Background: an optimization exercise with open tools, aiming at small area and few clock cycles per item. Do not read the settings as production practice. The RTL was checked by simulation tests, not by an equivalence proof against the original design.

==> 01-01 <==
==> flow/design.v (excerpt) <==
module angle_position_pid_loop #(
  parameter int ENCODER_BITS   = appl_pkg::ENCODER_BITS_DEF,
  parameter int GAIN_FRAC_BITS = appl_pkg::GAIN_FRAC_BITS_DEF
) (
  input  logic                                clk_i,
  input  logic                                rst_ni,
  input  logic                                in_valid_i,
  output logic                                in_ready_o,
  input  logic [appl_pkg::ENC_W-1:0]          encoder_count_i,
  output logic                                out_valid_o,
  input  logic                                out_ready_i,
  output logic signed [appl_pkg::CUR_W-1:0]   current_ref_o,
  input  logic                                cfg_we_i,
  input  logic [appl_pkg::CFG_IDX_W-1:0]      cfg_idx_i,
  input  logic [appl_pkg::CFG_DATA_W-1:0]     cfg_data_i
);
  localparam int GW = appl_pkg::GAIN_W;
  logic signed [GW-1:0]  prop_gain_q, integ_gain_q, deriv_gain_q;
  logic signed [15:0]    output_low_q, output_high_q;    
  appl_pkg::angle_cfg_t  angle_cfg_q;
  logic signed [15:0]    lim_wr, lim_sat;
  assign lim_wr = cfg_data_i[15:0];
  always_comb begin
    lim_sat = lim_wr;
    if (lim_wr > 16'sd16384)  lim_sat = 16'sd16384;
    if (lim_wr < -16'sd16384) lim_sat = -16'sd16384;
  end
  always_ff @(posedge clk_i or negedge rst_ni) begin
    if (!rst_ni) begin
      prop_gain_q   <= '0;
      integ_gain_q  <= '0;
      deriv_gain_q  <= '0;
      output_low_q  <= -16'sd16384;
      output_high_q <= 16'sd16384;
      angle_cfg_q   <= '0;
    end else if (cfg_we_i) begin
      case (cfg_idx_i)
        appl_pkg::CFG_PROP_GAIN:    prop_gain_q   <= cfg_data_i;
        appl_pkg::CFG_INTEG_GAIN:   integ_gain_q  <= cfg_data_i;
        appl_pkg::CFG_DERIV_GAIN:   deriv_gain_q  <= cfg_data_i;
        appl_pkg::CFG_OUTPUT_LOW:   output_low_q  <= lim_sat;
        appl_pkg::CFG_OUTPUT_HIGH:  output_high_q <= lim_sat;
  ...
==> module angle_position_pid_loop, before the edit <==
module angle_position_pid_loop #(
  parameter int ENCODER_BITS   = appl_pkg::ENCODER_BITS_DEF,
  parameter int GAIN_FRAC_BITS = appl_pkg::GAIN_FRAC_BITS_DEF
) (
  input  logic                                clk_i,
  input  logic                                rst_ni,
  input  logic                                in_valid_i,
  output logic                                in_ready_o,
  input  logic [appl_pkg::ENC_W-1:0]          encoder_count_i,
  output logic                                out_valid_o,
  input  logic                                out_ready_i,
  output logic signed [appl_pkg::CUR_W-1:0]   current_ref_o,
  input  logic                                cfg_we_i,
  input  logic [appl_pkg::CFG_IDX_W-1:0]      cfg_idx_i,
  input  logic [appl_pkg::CFG_DATA_W-1:0]     cfg_data_i
);
  localparam int GW = appl_pkg::GAIN_W;
  logic signed [GW-1:0]  prop_gain_q, integ_gain_q, deriv_gain_q;
  logic signed [15:0]    output_low_q, output_high_q;    
  appl_pkg::angle_cfg_t  angle_cfg_q;
  logic signed [15:0]    lim_wr, lim_sat;
  assign lim_wr = cfg_data_i[15:0];
  always_comb begin
    lim_sat = lim_wr;
    if (lim_wr > 16'sd16384)  lim_sat = 16'sd16384;
    if (lim_wr < -16'sd16384) lim_sat = -16'sd16384;
  end
  always_ff @(posedge clk_i or negedge rst_ni) begin
    if (!rst_ni) begin
      prop_gain_q   <= '0;
      integ_gain_q  <= '0;
      deriv_gain_q  <= '0;
      output_low_q  <= -16'sd16384;
      output_high_q <= 16'sd16384;
      angle_cfg_q   <= '0;
    end else if (cfg_we_i) begin
      case (cfg_idx_i)
        appl_pkg::CFG_PROP_GAIN:    prop_gain_q   <= cfg_data_i;
        appl_pkg::CFG_INTEG_GAIN:   integ_gain_q  <= cfg_data_i;
        appl_pkg::CFG_DERIV_GAIN:   deriv_gain_q  <= cfg_data_i;
        appl_pkg::CFG_OUTPUT_LOW:   output_low_q  <= lim_sat;
        appl_pkg::CFG_OUTPUT_HIGH:  output_high_q <= lim_sat;
        appl_pkg::CFG_TARGET_ANGLE: angle_cfg_q.target_angle <= cfg_data_i[appl_pkg::ENC_W-1:0];
        appl_pkg::CFG_ZERO_ANGLE:   angle_cfg_q.zero_angle   <= cfg_data_i[appl_pkg::ENC_W-1:0];
        appl_pkg::CFG_REVERSE_DIR:  angle_cfg_q.reverse_dir  <= cfg_data_i[0];
        default: ;
      endcase
    end
  end
  logic adv, valid_a_q, valid_b_q, out_valid_q, step_b;
  assign adv        = !out_valid_q || out_ready_i;
  assign in_ready_o = adv;
  assign step_b     = adv && valid_a_q;     
  always_ff @(posedge clk_i or negedge rst_ni) begin
    if (!rst_ni) begin
      valid_a_q   <= 1'b0;
      valid_b_q   <= 1'b0;
      out_valid_q <= 1'b0;
    end else if (adv) begin
      valid_a_q   <= in_valid_i;
      valid_b_q   <= valid_a_q;
      out_valid_q <= valid_b_q;
    end
  end
  logic signed [12:0] err_d, err_a_q;
  appl_angle_err #(
    .ENCODER_BITS(ENCODER_BITS)
  ) u_angle_err (
    .cfg_i   (angle_cfg_q),
    .count_i (encoder_count_i),
    .err_o   (err_d)
  );
  always_ff @(posedge clk_i) begin
    if (adv) err_a_q <= err_d;
  end
  logic signed [12:0] err_b_q;
  logic signed [13:0] derr_b_q;
  always_ff @(posedge clk_i or negedge rst_ni) begin
    if (!rst_ni) begin
      err_b_q <= '0;
    end else if (step_b) begin
      err_b_q <= err_a_q;
    end
  end
  always_ff @(posedge clk_i) begin
    if (step_b) derr_b_q <= 14'(err_a_q) - 14'(err_b_q);
  end
  logic signed [35:0] isum;
  logic signed [31:0] integ_q, integ_d;
  logic signed [19:0] isum_hi;
  logic               isum_frac, above, below;
  appl_pid_isum u_isum (
    .integ_i (integ_q),
    .ki_i    (integ_gain_q),
    .err_i   (err_a_q),
    .sum_o   (isum)
  );
  assign isum_hi   = $signed(isum[35:16]);
  assign isum_frac = |isum[15:0];
  assign above = (isum_hi > 20'(output_high_q)) || (isum_hi == 20'(output_high_q) && isum_frac);
  assign below = isum_hi < 20'(output_low_q);
  always_comb begin
    if (above) begin
      integ_d = {output_high_q, 16'd0};
    end else if (below) begin
      integ_d = {output_low_q, 16'd0};
    end else begin
      integ_d = isum[31:0];
    end
  end
  always_ff @(posedge clk_i or negedge rst_ni) begin
    if (!rst_ni) begin
      integ_q <= '0;
    end else if (step_b) begin
      integ_q <= integ_d;
    end
  end
  logic signed [21:0] cur_raw;
  appl_pid_acc u_acc (
    .integ_i (integ_q),
    .kp_i    (prop_gain_q),
    .kd_i    (deriv_gain_q),
    .err_i   (err_b_q),
    .derr_i  (derr_b_q),
    .sum_o   (cur_raw)
  );
  logic signed [15:0] cur_d, current_ref_q;
  always_comb begin
    if (cur_raw > 22'(output_high_q)) begin
      cur_d = output_high_q;
    end else if (cur_raw < 22'(output_low_q)) begin
      cur_d = output_low_q;
    end else begin
      cur_d = cur_raw[15:0];
    end
  end
  always_ff @(posedge clk_i) begin
    if (adv) current_ref_q <= cur_d;
  end
  assign out_valid_o   = out_valid_q;
  assign current_ref_o = current_ref_q;
endmodule
Settings: LEC_CHECK=0, CAP_MARGIN=20, CORE_MARGIN=2, CORE_UTILIZATION=40, SLEW_MARGIN=20, SYNTH_HIERARCHICAL=1; clock period 10.5 ns.
run.sh (not shown) runs the stock make flow with config.mk's settings and CLKGATE_MAP_FILE= SYNTH_SCRIPT=/design/flow/synth_recipe.tcl, a recipe that flattens the netlist after the stock synthesis.
==> inputs of 06-26, as changes to 01-01 <==
--- a/flow/design.v
+++ b/flow/design.v
@@ -159,4 +159,4 @@
   logic signed [31:0] integ_q, integ_d;
-  logic signed [19:0] isum_hi;
-  logic               isum_frac, above, below;
+  logic signed [15:0] isum_hi;
+  logic               isum_frac, isum_pos_ovf, isum_neg_ovf, above, below;
   appl_pid_isum u_isum (
@@ -167,6 +167,10 @@
   );
-  assign isum_hi   = $signed(isum[35:16]);
-  assign isum_frac = |isum[15:0];
-  assign above = (isum_hi > 20'(output_high_q)) || (isum_hi == 20'(output_high_q) && isum_frac);
-  assign below = isum_hi < 20'(output_low_q);
+  assign isum_pos_ovf = !isum[35] && (|isum[34:31]);
+  assign isum_neg_ovf = isum[35] && !(&isum[34:31]);
+  assign isum_hi      = $signed(isum[31:16]);
+  assign isum_frac    = |isum[15:0];
+  assign above = isum_pos_ovf
+              || (!isum_neg_ovf && ((isum_hi > output_high_q)
+                                    || (isum_hi == output_high_q && isum_frac)));
+  assign below = isum_neg_ovf || (!isum_pos_ovf && isum_hi < output_low_q);
   always_comb begin
@@ -197,9 +201,16 @@
   logic signed [15:0] cur_d, current_ref_q;
+  logic               cur_pos_ovf, cur_neg_ovf, cur_above, cur_below;
+  logic signed [15:0] cur16;
+  assign cur_pos_ovf = !cur_raw[21] && (|cur_raw[20:15]);
+  assign cur_neg_ovf = cur_raw[21] && !(&cur_raw[20:15]);
+  assign cur16       = cur_raw[15:0];
+  assign cur_above   = cur_pos_ovf || (!cur_neg_ovf && cur16 > output_high_q);
+  assign cur_below   = cur_neg_ovf || (!cur_pos_ovf && cur16 < output_low_q);
   always_comb begin
-    if (cur_raw > 22'(output_high_q)) begin
+    if (cur_above) begin
       cur_d = output_high_q;
-    end else if (cur_raw < 22'(output_low_q)) begin
+    end else if (cur_below) begin
       cur_d = output_low_q;
     end else begin
-      cur_d = cur_raw[15:0];
+      cur_d = cur16;
     end
CORE_UTILIZATION = 55   (was 40)
==> inputs of 03-20, as changes to 01-01 <==
CTS_BUF_LIST = sky130_fd_sc_hd__clkbuf_4 sky130_fd_sc_hd__clkbuf_8   (was default)
==> key figures <==
Status
  • Status: complete, no violations

Floorplan
  • Die Wd: 259 um

Setup path
  • Slowest CP cell: o31a_1

Layout
  • Area occupied by multi-input gates: 29200 sq um

Yosys
  • Mux contribution to synthesized area: 3.79%
  • Post-synth top area share: 26.9%

Routing
  • Met3 wire len: 13.8 mm

Clocking
  • CTS root buf: clkbuf_16

STA
  • Final worst path period need: 10.19 ns
The numbers above come from 06-26.

==> key figures <==
STA
  • Final worst path period need: 10.11 ns
  • Clock skew: 0.0919 ns

Clocking
  • CTS root buf: clkbuf_8

Layout
  • Top cell category: multi-input gates
  • Nonclk buf count: 176

Floorplan
  • Die Wd: 303 um

Status
  • Status: complete, no violations

Routing
  • Met3 wire len: 10.8 mm

Yosys
  • Synth Area in Adders: 35.4%
  • Mux contribution to synthesized area: 4.68%
  • Post-synth top area share: 26.8%

Setup path
  • Slowest CP cell: fa_1

Global routing
  • Gr ovfl total: 0
The numbers above come from 03-20.

==> key figures <==
Status
  • Status: complete, no violations

Layout
  • Commonest non-fill, non-tap cell in the layout: xnor2_1
  • Area occupied by multi-input gates: 29400 sq um
  • Top reg by flops: integ_q

Setup path
  • R2R Setup Slk: 0.41 ns
  • Slowest CP cell: xor2_2

Global routing
  • Vias in the first global route: 28699

Placed design
  • Place WS: 0.538 ns

Floorplan
  • Die Wd: 303 um

Yosys
  • Mux contribution to synthesized area: 4.68%
  • Post-synth top area share: 26.8%

Clocking
  • CTS root buf: clkbuf_16

Routing
  • 1st-pass router iterations: 7
The numbers above come from 01-01.

Testbench counts of 01-01, summed over its fixed seeds: cycles 14,544, items 14,400.
Testbench counts of 06-26, summed over its fixed seeds: cycles 14,544, items 14,400.
Testbench counts of 03-20, summed over its fixed seeds: cycles 14,544, items 14,400.

========
==> inputs of 02-13 <==
angle_position_pid_loop, a different RTL version from the one above (not shown whole).
clock: 10.5 ns
lec_check: 0
cap_margin: 20
core_margin: 2
core_utilization: 55
slew_margin: 20
synth_hierarchical: 1
==> 06-20: changes against 02-13 <==
Settings changed: CORE_UTILIZATION 55 to 70.
==> run summary <==
                                                                            06-20                    02-13
Result of the run                                         complete, no violations  complete, no violations
Placement-stage cell area                                             0.0369 mm^2              0.0372 mm^2
Clock network contribution to total cell area                               2.67%                    2.47%
Stages on worst setup path                                                     26                       27
Worst Clk Skew                                                            56.2 ps                  63.1 ps
Fill cell total of the finished layout                                       3230                     5279
Transition time at the pin with the least slew margin                     1130 ps                  1120 ps
DIE WIDTH                                                                  227 um                   255 um
Estimated wirelength of the detail-placed design                         90300 um                 92700 um
CTS buffer count                                                               28                       29
Startpoint of the lowest-slack register-to-register path               err_b_q[3]               err_b_q[5]
Max-Slew Margin vs Limit                                                    24.0%                    25.0%
Number of placement rows                                                       81                       92
Wire length the detailed router placed on met1                           41500 um                 49000 um
Share of cell area taken by flip-flops and latches                          15.4%                    15.3%
First-pass GRT wire length                                              183000 um                184000 um
Total GRT Usage                                                             47.5%                    38.2%
Chip Height                                                                227 um                   255 um
Die Outline Area                                                      0.0513 mm^2              0.0650 mm^2
Area Growth Syn to Fin                                                      9.42%                    10.1%
Testbench counts of 02-13, summed over its fixed seeds: cycles 14,544, items 14,400.
Testbench counts of 06-20, summed over its fixed seeds: cycles 14,544, items 14,400.

========
==> inputs of run R <==
Starting RTL as in the previous note.
clock: 10.5 ns
lec_check: 0
cap_margin: 20
core_margin: 2
core_utilization: 55
cts_cluster_diameter: 100
cts_cluster_size: 25
place_density: 0.75
slew_margin: 20
synth_hierarchical: 1
==> run G: changes against run R <==
--- a/flow/config.mk
+++ b/flow/config.mk
@@ -12,3 +12,3 @@
 export CTS_CLUSTER_SIZE = 25
-export PLACE_DENSITY = 0.75
+export PLACE_DENSITY = 0.5
 export SLEW_MARGIN = 20
==> run summary <==
Core utilization: run R is lower than run G (0.60 points). In die area, run R and run G do not differ. Of run R and run G, run G has the higher clock skew (gap 0.057 ns). Against run R, the non-clock buffer count of run G is higher by 27. Run R finished with timing, DRC and antenna clean. Run G finished clean.
==> figures <==
| item | run R | run G |
|---|---|---|
| Fraction of layout cells with a size suffix above 1 | 0.0992 | 0.110 |
| Achievable clock frequency | 101 MHz | 102 MHz |
| Stages on worst setup path | 29 | 26 |
| Worst Path Arrival | 10.20 ns | 10.27 ns |
| Met1 wire length | 42.8 mm | 49.5 mm |
| Run status | finished clean | finished clean |
| Clock buffer and inverter area fraction after layout | 0.0106 | 0.0143 |
| Slowest CP cell | o31a_1 | xor2_2 |
| Vias per Instance | 6.71 | 6.73 |
| Final worst path period share | 0.939 | 0.938 |
| Pre-CTS WS | 0.437 ns | 0.327 ns |
| Routability-driven placement congestion ratio | 0.981 | 0.989 |
Testbench counts of run R, summed over its fixed seeds: cycles 14,544, items 14,400.
Testbench counts of run G, summed over its fixed seeds: cycles 14,544, items 14,400.

========
==> tundra <==
Another version of the RTL of angle_position_pid_loop (not shown whole).
// angle_position_pid_loop
module angle_position_pid_loop #(
  parameter int ENCODER_BITS   = appl_pkg::ENCODER_BITS_DEF,
  parameter int GAIN_FRAC_BITS = appl_pkg::GAIN_FRAC_BITS_DEF
) (
  input  logic                                clk_i,
  input  logic                                rst_ni,
  input  logic                                in_valid_i,
  output logic                                in_ready_o,
  input  logic [appl_pkg::ENC_W-1:0]          encoder_count_i,
  output logic                                out_valid_o,
  input  logic                                out_ready_i,
  output logic signed [appl_pkg::CUR_W-1:0]   current_ref_o,
  input  logic                                cfg_we_i,
  input  logic [appl_pkg::CFG_IDX_W-1:0]      cfg_idx_i,
  input  logic [appl_pkg::CFG_DATA_W-1:0]     cfg_data_i
);
make LEC_CHECK=0 CAP_MARGIN=20 CORE_MARGIN=2 CORE_UTILIZATION=60 GPL_TIMING_DRIVEN=0 SLEW_MARGIN=20 SYNTH_HIERARCHICAL=1 finish   # period 10.5 ns
==> maple: changes against tundra <==
--- a/flow/config.mk
+++ b/flow/config.mk
@@ -5,9 +5,9 @@
 export SDC_FILE = /design/flow/constraint.sdc
 export NUM_CORES = 4
 export LEC_CHECK = 0
-export CAP_MARGIN = 20
+export CAP_MARGIN = 5
 export CORE_MARGIN = 2
-export CORE_UTILIZATION = 60
+export CORE_UTILIZATION = 40
 export GPL_TIMING_DRIVEN = 0
-export SLEW_MARGIN = 20
+export SLEW_MARGIN = 5
 export SYNTH_HIERARCHICAL = 1
==> comparison <==
In tundra the die area is smaller than in maple, by about 33%.
In sequential cell count, maple and tundra do not differ.
In tundra the hold slack is higher than in maple, by 0.039 ns.
Between tundra and maple, the lower clock skew is in maple (gap 0.0051 ns).
Testbench counts of tundra, summed over its fixed seeds: cycles 14,544, items 14,400.
Testbench counts of maple, summed over its fixed seeds: cycles 14,544, items 14,400.

==> what the ideal ports hide <==
In the flow no input, the clock included, has a driving cell. The finished layouts below were timed again as built, in two steps.
Step 1, drivers: a clkbuf_16 drives clk_i and a buf_2 each remaining input, both assumed.
Step 2 adds t to the input delays and takes it off the output delays; t is the mean of the earliest and latest rising clock arrival at the registers after step 1. Input paths then give back, and output paths get back, about the clock's delay inside the block.
a / b / c = no drivers / after step 1 / after step 2; a / b = the first two.
| run | shift t [ns] | slack for setup (ns) | hold WS [ns] | clock arrival spread, ns | worst data-port slew with drivers (ns) |
|---|---|---|---|---|---|
| 01-01 | 0.682 | 0.410 / 0.410 / 0.410 | 0.445 / 0.445 / 0.445 | 0.064 / 0.063 | 0.03 |
| 06-26 | 0.651 | 0.308 / 0.308 / 0.308 | 0.470 / 0.470 / 0.470 | 0.026 / 0.027 | 0.10 |
| 03-20 | 0.709 | 0.390 / 0.390 / 0.390 | 0.445 / 0.445 / 0.445 | 0.096 / 0.096 | 0.03 |
| 02-13 | 0.655 | 0.744 / 0.744 / 0.203 | 0.437 / 0.437 / 0.437 | 0.063 / 0.063 | 0.04 |
| 06-20 | 0.656 | 0.464 / 0.464 / 0.084 | 0.448 / 0.448 / 0.448 | 0.056 / 0.056 | 0.06 |
| run R | 0.560 | 0.644 / 0.644 / 0.344 | 0.464 / 0.464 / 0.464 | 0.016 / 0.016 | 0.04 |
| run G | 0.613 | 0.653 / 0.653 / 0.323 | 0.457 / 0.457 / 0.457 | 0.071 / 0.071 | 0.04 |
| tundra | 0.657 | 0.206 / 0.206 / 0.206 | 0.487 / 0.487 / 0.487 | 0.055 / 0.055 | 0.05 |
| maple | 0.670 | 0.345 / 0.345 / 0.345 | 0.448 / 0.448 / 0.448 | 0.051 / 0.051 | 0.05 |
After both steps every run listed still meets setup and hold. For 02-13, which loses most, drivers alone change the setup slack by 0.000 ns; drivers and shift together by -0.541 ns.
